What follows belongs to an exercise in optimizing a design on an open flow for small area; a production flow would make more cautious choices. Where RTL was checked, it was by simulation tests only, not by an equivalence proof against the original. Power and IR drop assume default switching activity.

the previous run:
## rv_core
module rv_core (
  input  logic        i_clk,
  input  logic        i_rst,
  input  logic        i_valid_i,
  input  logic        i_valid_d,
  input  logic [31:0] i_data_in_i,
  input  logic [31:0] i_data_in_d,
  output logic [31:0] o_addr_i,
  output logic [31:0] o_addr_d,
  output logic [3:0]  o_we_d,
  output logic        o_rd_d,
  output logic [31:0] o_data_out_d
);
For scale: ~1700 cells after synthesis, about 1100 flip-flops, ~170 I/O pins.
==> flow/config.mk <==
export PLATFORM = sky130hd
export DESIGN_NAME = rv_core
export DESIGN_NICKNAME = rv_core
export VERILOG_FILES = /design/flow/design.v
export SDC_FILE = /design/flow/constraint.sdc
export NUM_CORES = 4
export LEC_CHECK = 0
export CAP_MARGIN = 20
export CORE_MARGIN = 2
export CORE_UTILIZATION = 70
export PLACE_DENSITY = 0.85
export SLEW_MARGIN = 20
==> flow/constraint.sdc <==
create_clock -name core_clock -period 7.0 [get_ports {i_clk}]
set_input_delay 1.4000 -clock core_clock [delete_from_list [all_inputs] [get_ports {i_clk}]]
set_output_delay 1.4000 -clock core_clock [all_outputs]
set_load 0.01 [all_outputs]
standard.sh (not shown) runs the stock make flow with config.mk's settings and CLKGATE_MAP_FILE= SYNTH_SCRIPT=/design/flow/synth_recipe.tcl, a recipe that flattens the netlist after the stock synthesis.
==> flow/flow/run.sh <==
#!/bin/bash
# Standard ORFS layout, with small port buffers and a clock tree of small
# buffers without dummy loads. Each tool's output goes to a log file here.
set -euo pipefail
export BUFFER_PORTS_ARGS="-buffer_cell sky130_fd_sc_hd__buf_1"
export CTS_ARGS="-sink_clustering_enable -repair_clock_nets -dont_use_dummy_load -buf_list sky130_fd_sc_hd__clkbuf_8 -sink_clustering_size 18 -sink_clustering_max_diameter 60"
bash standard.sh synth > log_synth.txt 2>&1
bash standard.sh finish > log_finish.txt 2>&1
The previous run ran to completion and came out clean on the timing, design-rule and antenna checks.
> inputs changed (the previous run -> the current run)
--- a/flow/design.v
+++ b/flow/design.v
@@ -72,48 +72,29 @@
   assign alu_sra  = alu_sh & f3[2] & ir[30];
   assign alu_log  = is_alu & f3[2] & (f3[1:0] != 2'b01);
   assign two_pass   = is_br | is_load | alu_sh | alu_slt;
   assign ex1        = (st == S_EX1);
   assign ex2        = (st == S_EX2);
   assign memw       = (st == S_MEMW);
   assign end_pass   = (ph == 5'd31);
   assign final_pass = (ex1 & ~two_pass) | ex2;
-  logic [63:0] irx;
-  logic        b20;
-  logic        b7;
-  logic        bph;
+  logic [4:0]  lo;
+  logic        bj;
+  logic [31:0] imm;
   logic        immb;
-  assign irx = {32'd0, ir, 2'b00};
-  assign b20 = irx[6'd20 + {1'b0, ph}];
-  assign b7  = irx[6'd7 + {1'b0, ph}];
-  assign bph = irx[{1'b0, ph}];
-  always_comb begin
-    if (is_u) begin
-      immb = (ph >= 5'd12) ? bph : 1'b0;
-    end else if (is_jal) begin
-      if (ph == 5'd0) immb = 1'b0;
-      else if (ph < 5'd11) immb = b20;
-      else if (ph == 5'd11) immb = ir[20];
-      else if (ph < 5'd20) immb = bph;
-      else immb = ir[31];
-    end else if (is_br) begin
-      if (ph == 5'd0) immb = 1'b0;
-      else if (ph < 5'd5) immb = b7;
-      else if (ph < 5'd11) immb = b20;
-      else if (ph == 5'd11) immb = ir[7];
-      else immb = ir[31];
-    end else if (is_store) begin
-      if (ph < 5'd5) immb = b7;
-      else if (ph < 5'd11) immb = b20;
-      else immb = ir[31];
-    end else begin
-      immb = (ph < 5'd11) ? b20 : ir[31];
-    end
-  end
+  assign lo = (ir[5] & ~ir[4] & ~ir[2]) ? ir[11:7] : ir[24:20];
+  assign bj = is_br | is_jal;
+  assign imm[0]     = ~(is_u | bj) & lo[0];
+  assign imm[4:1]   = is_u ? 4'd0 : lo[4:1];
+  assign imm[10:5]  = is_u ? 6'd0 : ir[30:25];
+  assign imm[11]    = ~is_u & (bj ? lo[0] : ir[31]);
+  assign imm[19:12] = (is_u | is_jal) ? ir[19:12] : {8{ir[31]}};
+  assign imm[31:20] = is_u ? ir[31:20] : {12{ir[31]}};
+  assign immb       = imm[ph];
   logic [31:0] rf_out;
   logic        wen;
   logic        wbit;
   logic        rs1b;
   logic        rs2b;
   assign rf_out[0] = 1'b0;
   genvar r;
   generate
Notes after the runs:
The lower iteration-0 DRC count of the detailed router came out of the current run. NOTE total of plain and repair buffers excluding clock buffers the previous run->the current run decreased slightly. Between the previous run and the current run, the difference in power is negligible. Against the previous run, the current run comes in 23 lower on number of combinational gates with multiple inputs. Relative to the previous run, net load switching power has increased by about 1.1% in the current run. Maximum fanout along the worst path: the current run vs the previous run down 5. Status: hold slack parity (the current run, the previous run). Compared to the previous run, the current run has die extent in x about 0.66% lower. Cmp the current run vs the previous run: routed wire length lower in the current run. When the current run is measured against the previous run, its die area turns out about 1.3% lower. Any difference in area overhead of the layout relative to synthesis between the previous run and the current run is small enough to ignore. Between the previous run and the current run, area used by multi-input combinational logic decreased.
Only the layout flow was run in the previous run; the RTL was not checked for function there.

## re-timing with driven ports
The results above use ideal ports. As a check the final layouts listed here were re-extracted and re-timed, cells and wires unchanged.
Step 1: set_driving_cell puts a clkbuf_16 on i_clk and a buf_2 on each other input, an assumption about the parent block.
Step 2 times the ports against the registers' clock, not the clock port: input delays grow and output delays shrink by t, the midpoint of the rising clock arrivals with the driver on.
a / b / c = ideal / step 1 / step 2; a / b = the first two.
run	shift t [ns]	setup slack, ns	hold slack, ns	worst data-port slew with drivers (ns)
the previous run	0.658	1.197 / 1.146 / 1.804	0.295 / 0.295 / 0.295	0.08
the current run	0.679	1.035 / 0.985 / 1.664	0.296 / 0.296 / 0.296	0.07
After both steps setup and hold are still met in every run listed.
